What follows belongs to an exercise in optimizing a design on an open flow for small area; a production flow would make more cautious choices.
The RTL was checked by simulation tests, not by an equivalence proof against the original design.

File: design/flow/flow/run.sh
#!/bin/bash
# Layout flow: the standard flow, except that ABC maps the logic for area instead of
# speed (the design has a lot of timing slack at the 10 ns clock). Synthesis is otherwise
# the standard flow's own script (synth_recipe.tcl), so the registers are the standard synthesis's.
set -euo pipefail
W=$(pwd)
{
  cat <<EOF
proc abc {args} {
  set i [lsearch -exact \$args -script]
  if {\$i >= 0} { lset args [expr {\$i+1}] $W/flow/area.abc }
  puts "abc with the area script: \$args"
  yosys abc {*}\$args
}
EOF
  cat synth_recipe.tcl
} > my_synth.tcl
sed "s#SYNTH_SCRIPT=[^ ]*#SYNTH_SCRIPT=$W/my_synth.tcl#" standard.sh > my_standard.sh
bash my_standard.sh synth > synth.log 2>&1
bash my_standard.sh "BUFFER_PORTS_ARGS=-buffer_cell sky130_fd_sc_hd__buf_1" finish > layout.log 2>&1
test -f out/final.def
File: design/flow/flow/area.abc
&get -n
&dch -f
&nf -R 1000 -p -C 32
&put
File: design/flow/standard.sh
#!/bin/bash
# synth_recipe.tcl (not shown) runs the flow's synth.tcl, then flattens the netlist and writes it again
# the make line also repeats each setting of config.mk as NAME=value (left out here)
make -C /OpenROAD-flow-scripts/flow DESIGN_CONFIG=/design/flow/config.mk WORK_HOME=/design/flow/orfs CLKGATE_MAP_FILE= SYNTH_SCRIPT=/design/flow/synth_recipe.tcl "${@:-finish}"
File: design/flow/config.mk
export PLATFORM = sky130hd
export DESIGN_NAME = sbox_sub_bytes_pipe
export DESIGN_NICKNAME = sbox_sub_bytes_pipe
export VERILOG_FILES = /design/flow/design.v
export SDC_FILE = /design/flow/constraint.sdc
export NUM_CORES = 8
export LEC_CHECK = 0
export CAP_MARGIN = 20
export CELL_PAD_IN_SITES_DETAIL_PLACEMENT = 0
export CELL_PAD_IN_SITES_GLOBAL_PLACEMENT = 0
export CORE_MARGIN = 2
export CORE_UTILIZATION = 62
export CTS_BUF_LIST = sky130_fd_sc_hd__clkbuf_16
export CTS_CLUSTER_DIAMETER = 100
export CTS_CLUSTER_SIZE = 30
export PLACE_DENSITY = 0.75
export SLEW_MARGIN = 20
File: design/flow/constraint.sdc
create_clock -name core_clock -period 10.0 [get_ports {clk}]
set_input_delay 2.0000 -clock core_clock [delete_from_list [all_inputs] [get_ports {clk}]]
set_output_delay 2.0000 -clock core_clock [all_outputs]
set_load 0.01 [all_outputs]
File: design/flow/design.v
package aes_pkg;
    typedef logic [7:0] byte_t;
    localparam int LANE_MAX = 16;
endpackage
module sbox_in
(
    input  logic [7:0] x,
    output logic [7:0] f,
    output logic [7:0] g
);
    logic a8, a9, a10, a11, a12, a13, a14, a15, a16, a17, a18, a19;
    assign a8 = x[2] ^ x[3];
    assign a9 = x[7] ^ a8;
    assign a10 = x[4] ^ a9;
    assign a11 = x[3] ^ x[6];
    assign a12 = x[5] ^ a11;
    assign a13 = x[0] ^ x[1];
    assign a14 = x[5] ^ a10;
    assign a15 = a10 ^ a13;
    assign a16 = a8 ^ a15;
    assign a17 = x[1] ^ x[3];
    assign a18 = a8 ^ a12;
    assign a19 = x[0] ^ a18;
    assign f[0] = a9;
    assign f[1] = x[7];
    assign f[2] = x[6];
    assign f[3] = a12;
    assign f[4] = a10;
    assign f[5] = a15;
    assign f[6] = a19;
    assign f[7] = a14;
    assign g[0] = ~a17;
    assign g[1] = x[7];
    assign g[2] = ~x[6];
    assign g[3] = a16;
    assign g[4] = ~a11;
    assign g[5] = a13;
    assign g[6] = ~a14;
    assign g[7] = a12;
endmodule
module sbox_core
(
    input  logic [7:0] v,
    output logic [7:0] yf,
    output logic [7:0] yi
);
    logic b8, b9, b10, b11, b12, b13, b14, b15, b16, b17, b18, b19, b20, b21, b22, b23, b24;
    assign b8 = v[3] ^ v[4];
    assign b9 = v[1] ^ v[5];
    assign b10 = v[0] ^ b8;
    assign b11 = v[6] ^ b8;
    assign b12 = v[2] ^ b9;
    assign b13 = v[4] ^ b12;
    assign b14 = v[7] ^ b11;
    assign b15 = v[3] ^ v[5];
    assign b16 = b9 ^ b10;
    assign b17 = b10 ^ b14;
    assign b18 = v[5] ^ b13;
    assign b19 = b9 ^ b11;
    assign b20 = b13 ^ b17;
    assign b21 = v[7] ^ b16;
    assign b22 = v[1] ^ b15;
    assign b23 = b8 ^ b18;
    assign b24 = v[1] ^ b16;
    logic t2, t3, t4, t5, t6, t7, t8, t9, t10, t11, t12, t13, t14, t15, t16, t17, t18, t19, t20, t21, t22, t23, t24, t25, t26, t27, t28, t29, t30, t31, t32, t33, t34, t35, t36, t37, t38, t39, t40, t41, t42, t43, t44, t45, z0, z1, z2, z3, z4, z5, z6, z7, z8, z9, z10, z11, z12, z13, z14, z15, z16, z17;
    assign t2 = b23 & v[7];
    assign t3 = b12 & b21;
    assign t4 = t3 ^ t2;
    assign t5 = b15 & b16;
    assign t6 = t5 ^ t2;
    assign t7 = b8 & b11;
    assign t8 = v[4] & b19;
    assign t9 = t8 ^ t7;
    assign t10 = v[3] & b9;
    assign t11 = t10 ^ t7;
    assign t12 = v[5] & b10;
    assign t13 = b18 & b14;
    assign t14 = t13 ^ t12;
    assign t15 = b13 & b17;
    assign t16 = t15 ^ t12;
    assign t17 = t4 ^ t14;
    assign t18 = t6 ^ t16;
    assign t19 = t9 ^ t14;
    assign t20 = t11 ^ t16;
    assign t21 = t17 ^ b24;
    assign t22 = t18 ^ b20;
    assign t23 = t19 ^ v[6];
    assign t24 = t20 ^ b22;
    assign t25 = t21 ^ t22;
    assign t26 = t21 & t23;
    assign t27 = t24 ^ t26;
    assign t28 = t25 & t27;
    assign t29 = t28 ^ t22;
    assign t30 = t23 ^ t24;
    assign t31 = t22 ^ t26;
    assign t32 = t31 & t30;
    assign t33 = t32 ^ t24;
    assign t34 = t23 ^ t33;
    assign t35 = t27 ^ t33;
    assign t36 = t24 & t35;
    assign t37 = t36 ^ t34;
    assign t38 = t27 ^ t36;
    assign t39 = t29 & t38;
    assign t40 = t25 ^ t39;
    assign t41 = t40 ^ t37;
    assign t42 = t29 ^ t33;
    assign t43 = t29 ^ t40;
    assign t44 = t33 ^ t37;
    assign t45 = t42 ^ t41;
    assign z0 = t44 & v[7];
    assign z1 = t37 & b21;
    assign z2 = t33 & b16;
    assign z3 = t43 & b11;
    assign z4 = t40 & b19;
    assign z5 = t29 & b9;
    assign z6 = t42 & b10;
    assign z7 = t45 & b14;
    assign z8 = t41 & b17;
    assign z9 = t44 & b23;
    assign z10 = t37 & b12;
    assign z11 = t33 & b15;
    assign z12 = t43 & b8;
    assign z13 = t40 & v[4];
    assign z14 = t29 & v[3];
    assign z15 = t42 & v[5];
    assign z16 = t45 & b18;
    assign z17 = t41 & b13;
    logic [17:0] zz;
    assign zz = {z17, z16, z15, z14, z13, z12, z11, z10, z9, z8, z7, z6, z5, z4, z3, z2, z1, z0};
    logic c18, c19, c20, c21, c22, c23, c24, c25, c26, c27, c28, c29, c30, c31, c32, c33, c34, c35, c36, c37, c38, c39, c40, c41, c42, c43, c44, c45, c46, c47, c48, c49, c50, c51, c52;
    assign c18 = zz[15] ^ zz[16];
    assign c19 = zz[0] ^ zz[3];
    assign c20 = zz[13] ^ c18;
    assign c21 = zz[2] ^ zz[5];
    assign c22 = c19 ^ c21;
    assign c23 = zz[4] ^ zz[6];
    assign c24 = zz[12] ^ c20;
    assign c25 = zz[3] ^ c23;
    assign c26 = zz[9] ^ zz[10];
    assign c27 = zz[2] ^ zz[8];
    assign c28 = zz[7] ^ c25;
    assign c29 = c18 ^ c26;
    assign c30 = c22 ^ c24;
    assign c31 = zz[16] ^ zz[17];
    assign c32 = zz[10] ^ zz[11];
    assign c33 = zz[13] ^ zz[14];
    assign c34 = c31 ^ c32;
    assign c35 = zz[1] ^ c27;
    assign c36 = c22 ^ c34;
    assign c37 = c28 ^ c29;
    assign c38 = c24 ^ c35;
    assign c39 = c31 ^ c33;
    assign c40 = c38 ^ c39;
    assign c41 = c25 ^ c40;
    assign c42 = zz[1] ^ zz[4];
    assign c43 = c19 ^ c42;
    assign c44 = c29 ^ c43;
    assign c45 = c36 ^ c41;
    assign c46 = c22 ^ c29;
    assign c47 = zz[7] ^ c38;
    assign c48 = c30 ^ c44;
    assign c49 = c39 ^ c44;
    assign c50 = c45 ^ c48;
    assign c51 = c34 ^ c47;
    assign c52 = c48 ^ c51;
    assign yf[0] = ~c28;
    assign yf[1] = ~c41;
    assign yf[2] = c46;
    assign yf[3] = c49;
    assign yf[4] = c50;
    assign yf[5] = ~c30;
    assign yf[6] = ~c36;
    assign yf[7] = c37;
    assign yi[0] = c24;
    assign yi[1] = c52;
    assign yi[2] = c47;
    assign yi[3] = c43;
    assign yi[4] = c45;
    assign yi[5] = c30;
    assign yi[6] = c36;
    assign yi[7] = c37;
endmodule
module sbox_sub_bytes_pipe
#(
    parameter int LANES = 16,
    parameter int CNT_W = 16
) (
    input  logic               clk,
    input  logic               rst_n,
    input  logic               flush,
    input  logic               in_valid,
    output logic               in_ready,
    input  logic               in_inv,
    input  logic [8*LANES-1:0] in_data,
    output logic               out_valid,
    input  logic               out_ready,
    output logic               out_inv,
    output logic [8*LANES-1:0] out_data,
    output logic               busy,
    output logic [CNT_W-1:0]   done_cnt
);
    logic               s1_valid_r;
    logic               s1_inv_r;
    logic [8*LANES-1:0] s1_data_r;
    logic               s2_valid_r;
    logic               s2_inv_r;
    logic [8*LANES-1:0] s2_data_r;
    logic               busy_r;
    logic [CNT_W-1:0]   done_cnt_r;
    logic               s2_adv_s;
    logic               s1_ld_s;
    logic               accept_s;
    logic               s1_valid_nxt_s;
    logic               s2_valid_nxt_s;
    logic               s1_sel_f_s, s1_sel_i_s, s1_sel_h_s;
    logic               s2_sel_f_s, s2_sel_i_s, s2_sel_h_s;
    logic [8*LANES-1:0] in_f_s, in_g_s, s1_data_nxt_s;
    logic [8*LANES-1:0] sub_f_s, sub_i_s, s2_data_nxt_s;
    assign s2_adv_s       = !s2_valid_r || out_ready;
    assign s1_ld_s        = !s1_valid_r || s2_adv_s;
    assign in_ready       = !rst_n || (!flush && s1_ld_s);
    assign accept_s       = in_valid && !flush && s1_ld_s;
    assign s1_valid_nxt_s = accept_s || (!flush && s1_valid_r && !s2_adv_s);
    assign s2_valid_nxt_s = !flush && (s2_adv_s ? s1_valid_r : s2_valid_r);
    assign s1_sel_f_s = s1_ld_s && !in_inv;
    assign s1_sel_i_s = s1_ld_s && in_inv;
    assign s1_sel_h_s = !s1_ld_s;
    assign s2_sel_f_s = s2_adv_s && !s1_inv_r;
    assign s2_sel_i_s = s2_adv_s && s1_inv_r;
    assign s2_sel_h_s = !s2_adv_s;
    for (genvar g = 0; g < LANES; g++) begin : g_lane
        sbox_in u_in (
            .x (in_data[8*g +: 8]),
            .f (in_f_s[8*g +: 8]),
            .g (in_g_s[8*g +: 8])
        );
        sbox_core u_core (
            .v  (s1_data_r[8*g +: 8]),
            .yf (sub_f_s[8*g +: 8]),
            .yi (sub_i_s[8*g +: 8])
        );
    end
    assign s1_data_nxt_s = ({8*LANES{s1_sel_f_s}} & in_f_s)
                         | ({8*LANES{s1_sel_i_s}} & in_g_s)
                         | ({8*LANES{s1_sel_h_s}} & s1_data_r);
    assign s2_data_nxt_s = ({8*LANES{s2_sel_f_s}} & sub_f_s)
                         | ({8*LANES{s2_sel_i_s}} & sub_i_s)
                         | ({8*LANES{s2_sel_h_s}} & s2_data_r);
    always_ff @(posedge clk or negedge rst_n) begin
        if (!rst_n) begin
            s1_valid_r <= 1'b0;
            s2_valid_r <= 1'b0;
            busy_r     <= 1'b0;
        end else begin
            s1_valid_r <= s1_valid_nxt_s;
            s2_valid_r <= s2_valid_nxt_s;
            busy_r     <= s1_valid_nxt_s || s2_valid_nxt_s;
        end
    end
    always_ff @(posedge clk) begin
        s1_data_r <= s1_data_nxt_s;
        s2_data_r <= s2_data_nxt_s;
        if (s1_ld_s) begin
            s1_inv_r <= in_inv;
        end
        if (s2_adv_s) begin
            s2_inv_r <= s1_inv_r;
        end
    end
    always_ff @(posedge clk or negedge rst_n) begin
        if (!rst_n) begin
            done_cnt_r <= '0;
        end else if (s2_valid_r && out_ready) begin
            done_cnt_r <= done_cnt_r + {{(CNT_W-1){1'b0}}, 1'b1};
        end
    end
    assign out_valid = s2_valid_r;
    assign out_inv   = s2_inv_r;
    assign out_data  = s2_data_r;
    assign busy      = busy_r;
    assign done_cnt  = done_cnt_r;
endmodule
==> results of run 1 <==
-- logic make-up after synthesis --
family          after synthesis  synth area share, %
fa+ha+maj                    33                 1.73
compound gates              404                 11.9
buf+inv                      74                 1.17
mux                           6                0.257
simple gates                726                 13.2
xor+xnor                   1305                 48.0
flops                       277                 23.7
-- through the flow --
| stage | hold slack (ps) | setup slack, ps | area, um2 | std cells |
|---|---|---|---|---|
| after global routing | 514 | 3320 | 26200 | 3656 |
| after global placement | 452 | 4210 | 25700 | 3630 |
| after detailed placement | 461 | 4030 | 25700 | 3630 |
| after floorplan | 453 | 611 | 23800 | 2825 |
| final | 482 | 3910 | 26200 | 3656 |
| after CTS | 490 | 3960 | 26200 | 3655 |
-- cells in the final DEF, fill, tap and decap left out, types with 47 or more instances in the layout --
cell type  instances
a22oi_1           83
a221o_1           47
o21ai_0          131
nor2b_1           65
buf_1            281
dfxtp_1          256
clkinv_1          74
nor2_1           316
xor2_1           486
a21oi_1           57
nand2_1          233
nand2b_1          84
xnor2_1          818
-- area by class of cell --
type	instances	area share, %
clock inverters	10	0.407
clock buffers	15	1.43
flip-flops and latches	277	21.6
well taps	511	2.44
multi-input cells	2474	68.6
repair buffers	294	4.41
inverters	74	1.06
diodes	1	0.00957
-- layer usage --
layer	share of wire (%)	track usage, %	vias to the layer above
met5	0.021	0	-
met1	43	38.0	9530
met4	2.5	8.26	2
met3	6.7	5.02	107
met2	48	54.1	615
li1	-	-	9985
-- sequential cells by signal (all words and copies together) (netlist names) --
| register | cells |
|---|---|
| busy_r | 1 |
| done_cnt_r | 16 |
| s1_data_r | 128 |
| s1_inv_r | 1 |
| s1_valid_r | 1 |
| s2_data_r | 128 |
| s2_inv_r | 1 |
| s2_valid_r | 1 |
-- worst reg2reg max path: stages, from the launching register on --
cell and delay, ps:
dfxtp_1 450, xor2_1 380, ha_1 360, xnor2_1 270, xnor2_1 150, ha_1 240
xor2_1 330, xor2_1 210, xnor2_1 100, xnor2_1 290, clkinv_1 150, o21ai_0 120
xor2_1 410, xnor2_1 240, xor2_1 200, nor2_1 100, xnor2_1 310, xor2_1 130
xnor2_1 330, xor2_1 290, xor2_1 260, xnor2_1 160, xnor2_1 140, nor2_1 60
a221o_1 300
-- path summary, 6_finish.rpt --
check / endpoint / slack [ps]
worst max-delay path: s2_data_r[121] / 3910
worst min-delay path: s2_data_r[123] / 480
worst max register to register: s2_data_r[121] / 3910
worst min register to register: s2_data_r[123] / 480
max in group asynchronous: done_cnt_r[0] / 8220
min in group asynchronous: done_cnt_r[7] / 1570
==> reports/qor.txt, run 1 <==
largest net degree at the start of global routing: 73
Mapped Area: 0.0238 mm2
Hold Startpoint: s2_data_r[123]
Post-synth EDFFs: 2
CP startpoint kind: flop
critical path cell sequence: xor2_1, ha_1, xnor2_1, xnor2_1, ha_1, xor2_1, xor2_1, xnor2_1, xnor2_1, clkinv_1, o21ai_0, xor2_1, xnor2_1, xor2_1, nor2_1, xnor2_1, xor2_1, xnor2_1, xor2_1, xor2_1, xnor2_1, xnor2_1, nor2_1, a221o_1
Crit Path Max Fanout: 5
DIE WIDTH: 200 um
Max Slew Vio Count: 0
Hold Crit Class: flop to flop
Detailed Place HPWL: 47.1 mm
Syn-to-layout area delta: 9.72%
hold depth: 2
CP bufs+invs: 1
final core occ: 69.3%
routed vias/inst: 5.54
vias: 20,200
most frequent cell after synthesis: xnor2_1
CTS Root Cell: clkbuf_16
top-area cell type share of the netlist area: 30.0%
antenna violations before repair: 2
Die Area: 0.0400 mm2
floorplan row count: 71
DRC errors left: 0
Clock Sinks: 277
grt total ovfl: 0
Syn. warnings: 1
syn avg cell area: 8.44 um2
cell accounting for the most synthesized area: xnor2_1
predominant post-synthesis flop cell: dfxtp_1
antenna-violating nets left: 0
CP required: 10,410 ps
routability congestion estimate: 0.978
Mapped Nets: 2,992
worst-margin pin slew: 1110 ps
fmax: 0.164 GHz
total track usage: 30.4%
Syn Inst Count: 2,825
CP Class: flop to flop
CP peak stage delay: 450 ps
Nets: 3,303
Filler cells: 3,235
Initial Utilization: 63.1%
global-route wire length before repair: 99.2 mm
CTS tree: built
async set or reset register ratio after synthesis: 6.86%
CTS resizes: 0
vias in the first global route: 20,300
area of the multi-input gates: 0.0179 mm2
number of max-cap violations: 0
total core area: 0.0378 mm2
period utilization: 60.9%
Seq. cell area: 0.00566 mm2
Critical Path AT: 6510 ps
Post-CTS Setup Inserts: 0
Num CTS Buffers: 15
Area contributors post-synth: xnor2_1 (30%), dfxtp_1 (21%), xor2_1 (18%)
worst r2r path cells: 24
Final TNS setup: 0 ps
outcome: timing/DRC/antenna clean
worst skew pair latency: 530 ps
CTS H-Tree Depth: 1
CP max-delay cell: dfxtp_1
Setup crit start: s1_data_r[123]
cell mode on critical path: xnor2_1
first-pass detailed-route iteration total: 7
Commonest cells post-synth: xnor2_1 (818), xor2_1 (486), nor2_1 (318), dfxtp_1 (256), nand2_1 (235)
setup violators final: 0
clk slew on worst S/H paths: 120 ps
Total Wirelength: 62.2 mm
Netlist cell types: 30
Seq cells post-synth: 277
reg2reg start: s1_data_r[123]
Critical Path Stages: 24
crit-path leading delay family: XOR/XNOR gates
DIE HEIGHT: 200 um
crit end category: flop
clock tree buffer depth: 3
Rel. slew slack: 26.1%
share of post-route cells with drive strength above 1: 1.49%
Seq/Total Area, Yosys: 23.7%
Final Hold Viols: 0
Fin Clk Skew: 21.4 ps
RSZ-0062 raised after global routing: false
Post-CTS Hold Buffers: 0
I/O pin total: 282
Initial DRC Count: 1,076
wire length per cell: 17.0 um
Port-buffer cells: 281
minimum clock period after layout: 6090 ps
==> run 2: changes to the inputs <==
==> design/flow/flow/run.sh (replaced) <==
#!/bin/bash
# Layout flow: the standard flow (standard.sh) with three changes, none of which touches
# the design's constraints:
#  - synthesis is the standard flow's own script (synth_recipe.tcl), so the registers are the standard
#    synthesis's, but ABC maps the logic for area (flow/area.abc) instead of speed: the
#    design has several ns of slack at the 10 ns clock;
#  - every input and output port still gets a buffer, but the smallest one (buf_1);
#  - clock tree synthesis without dummy loads, with clkbuf_16 at the leaves.
set -euo pipefail
W=$(pwd)
{
  cat <<EOF
proc abc {args} {
  set i [lsearch -exact \$args -script]
  if {\$i >= 0} { lset args [expr {\$i+1}] $W/flow/area.abc }
  puts "abc with the area script: \$args"
  yosys abc {*}\$args
}
EOF
  cat synth_recipe.tcl
} > my_synth.tcl
sed "s#SYNTH_SCRIPT=[^ ]*#SYNTH_SCRIPT=$W/my_synth.tcl#" standard.sh > my_standard.sh
bash my_standard.sh synth > synth.log 2>&1
CTS="-sink_clustering_enable -repair_clock_nets -dont_use_dummy_load"
CTS="$CTS -sink_clustering_size 30 -sink_clustering_max_diameter 100"
CTS="$CTS -buf_list sky130_fd_sc_hd__clkbuf_16 -root_buf sky130_fd_sc_hd__clkbuf_8 -tree_buf sky130_fd_sc_hd__clkbuf_8"
bash my_standard.sh "BUFFER_PORTS_ARGS=-buffer_cell sky130_fd_sc_hd__buf_1" "CTS_ARGS=$CTS" finish > layout.log 2>&1
test -f out/final.def
==> design/flow/flow/area.abc (replaced) <==
&get -n
&dch -f
&nf -R 1000 -p -C 32
&put
&get -n
&dch -f
&nf -R 1000 -p -C 32
&put
==> reports/qor.txt, run 2 <==
Initial Utilization: 63.0%
Seq/Total Area, Yosys: 23.8%
Area contributors post-synth: xnor2_1 (31%), dfxtp_1 (22%), xor2_1 (16%)
first-pass detailed-route iteration total: 9
global-route wire length before repair: 97.7 mm
vias in the first global route: 19,600
cell mode on critical path: xnor2_1
CTS Root Cell: clkbuf_8
routed vias/inst: 5.55
Finished Layout Cells: 3,665
most frequent cell after synthesis: xnor2_1
syn avg cell area: 8.35 um2
CTS tree: built
routability congestion estimate: 0.957
RSZ-0062 raised after global routing: false
Crit Path Max Fanout: 5
CP required: 10,490 ps
antenna violations before repair: 3
Final TNS setup: 0 ps
setup violators final: 0
Fin Clk Skew: 64.8 ps
Die Area: 0.0399 mm2
Post-CTS Setup Inserts: 0
CTS H-Tree Depth: 1
top-area cell type share of the netlist area: 31.0%
minimum clock period after layout: 6030 ps
DIE HEIGHT: 200 um
async set or reset register ratio after synthesis: 6.86%
clock tree buffer depth: 3
Post-synth EDFFs: 2
CTS resizes: 0
Post-CTS Hold Buffers: 0
Mapped Nets: 3,010
share of post-route cells with drive strength above 1: 1.24%
outcome: timing/DRC/antenna clean
Netlist cell types: 36
largest net degree at the start of global routing: 105
hold_ws: 447 ps
Final Hold Viols: 0
Initial DRC Count: 1,274
CP Class: flop to flop
I/O pin total: 282
Commonest cells post-synth: xnor2_1 (841), xor2_1 (435), nand2_1 (305), dfxtp_1 (256), nor2_1 (230)
DRC errors left: 0
worst-margin pin slew: 1090 ps
CP startpoint kind: flop
wire length per cell: 16.9 um
Syn Inst Count: 2,843
DIE WIDTH: 200 um
Num CTS Buffers: 15
worst skew pair latency: 610 ps
Clock Sinks: 277
Max Slew Vio Count: 0
period utilization: 60.3%
fmax: 0.166 GHz
CP peak stage delay: 390 ps
number of max-cap violations: 0
Filler cells: 3,249
total track usage: 30.1%
antenna-violating nets left: 0
vias: 20,300
CP max-delay cell: o21ai_0
Total Wirelength: 62.0 mm
Hold Crit Class: flop to flop
Rel. slew slack: 26.8%
Detailed Place HPWL: 46.9 mm
dpl cells: 3,647
Critical Path AT: 6520 ps
floorplan row count: 71
commonest non-fill, non-tap cells in the layout: xnor2_1 (841), xor2_1 (435), nand2_1 (303)
Port-buffer cells: 281
predominant post-synthesis flop cell: dfxtp_1
Seq cells post-synth: 277
Nets: 3,320
total core area: 0.0377 mm2
clk slew on worst S/H paths: 110 ps
Syn-to-layout area delta: 9.28%
cell accounting for the most synthesized area: xnor2_1
grt total ovfl: 0
commonest non-fill, non-tap cell in the layout: xnor2_1
crit end category: flop
Mapped Area: 0.0237 mm2
critical path cell sequence: xnor2_1, clkinv_1, ha_1, xor2_1, xnor2_1, ha_1, xor2_1, xor2_1, xnor2_1, xnor2_1, clkinv_1, nor2_1, nor2_1, o21ai_0, xnor2_1, xnor2_1, nor2_1, xor2_1, xnor2_1, xor2_1, xnor2_1, xnor3_1, a221o_1
top flop regs: s1_data_r (128), s2_data_r (128), done_cnt_r (16)
Syn. warnings: 1
[run 2: cell count changes in the layout (fill, tap and decap cells not counted), moves of 35 or more]
cell and delta:
a221o_1 -35, a22oi_1 +58, nand2_1 +70, nor2_1 -88, o21ai_0 +41, xor2_1 -51
[run 2: worst paths after layout]
check / to / slack, ps / cells past startpoint / startpoint
max in group asynchronous: s1_valid_r / 8450 / 2 / rst_n
max reg2reg: s2_data_r[33] / 3970 / 23 / s1_data_r[35]
max: s2_data_r[33] / 3970 / 23 / s1_data_r[35]
min reg2reg: s2_data_r[47] / 450 / 2 / s2_data_r[47]
min: s2_data_r[47] / 450 / 2 / s2_data_r[47]
min in group asynchronous: done_cnt_r[10] / 1340 / 2 / rst_n
[run 2: layout make-up]
| class | count | area (um2) | area share (%) |
|---|---|---|---|
| diodes | 3 | 7.51 | 0.0289 |
| clock buffers | 15 | 342 | 1.32 |
| inverters | 80 | 300 | 1.16 |
| multi-input cells | 2486 | 17800 | 68.7 |
| flip-flops and latches | 277 | 5660 | 21.8 |
| well taps | 511 | 639 | 2.46 |
| repair buffers | 293 | 1180 | 4.54 |
[run 2: logic make-up (layout without fill, tap and decap cells)]
| kind of cell | count (synthesis) | after routing | share of synthesized area [%] |
|---|---|---|---|
| adder cells (fa/ha/maj) | 33 | 33 | 1.74 |
| other | 0 | 3 | 0 |
| flip-flops | 277 | 277 | 23.8 |
| multiplexers | 1 | 1 | 0.0474 |
| buffers and inverters | 80 | 388 | 1.26 |
| AND/OR/NAND/NOR | 691 | 691 | 12.5 |
| XOR/XNOR | 1279 | 1279 | 47.4 |
| AO/OA/AOI/OAI | 482 | 482 | 13.2 |
[run 2: critical path, delay by kind of cell (launching register included)]
kind / cells / cell delay, ps
xor gates and xnor gates: 14 / 3620
AOI/OAI and AO/OA: 2 / 710
adders and majority gates: 2 / 610
DFF: 1 / 380
buffers and inverters: 2 / 320
and+or+nand+nor: 3 / 260
[run 2: per-stage QoR]
stage | worst slack, ps | utilization, % | area (um2)
2_1_floorplan | 595 | - | 23700
3_3_place_gp | 4270 | 67.9 | 25600
3_5_place_dp | 4070 | 67.9 | 25600
4_1_cts | 4030 | 68.9 | 25900
5_1_grt | 3370 | 68.9 | 25900
6_report | 3970 | 68.9 | 25900
[run 2: per-layer routing]
metal / track usage (%) / part of all wire (%) / vias up
li1: - / - / 10000
met1: 38.2 / 44 / 9588
met2: 53.4 / 48 / 590
met3: 3.63 / 5.8 / 98
met4: 8.48 / 2.8 / 0
met5: 0 / 0 / -

afterwards: timing with drivers on the ports:
The results above use ideal ports. As a check the final layouts listed here were re-extracted and re-timed, cells and wires unchanged.
Step 1 (the two cells are an assumption about what drives the block):
set clk [get_ports {clk}]
set_driving_cell -lib_cell sky130_fd_sc_hd__clkbuf_16 $clk
set_driving_cell -lib_cell sky130_fd_sc_hd__buf_2 [delete_from_list [all_inputs] $clk]
Step 2 adds t to the input delays and takes it off the output delays; t is the mean of the earliest and latest rising clock arrival at the registers after step 1. Input paths then give back, and output paths get back, about the clock's delay inside the block.
a / b / c = ideal / step 1 / step 2; a / b = the first two.
run	t, ns	slack for setup (ns)	clock arrival spread, ns
run 1	0.570	3.908 / 3.908 / 3.908	0.022 / 0.022
run 2	0.627	3.969 / 3.969 / 3.969	0.066 / 0.065
After both steps every run listed still meets setup and hold.
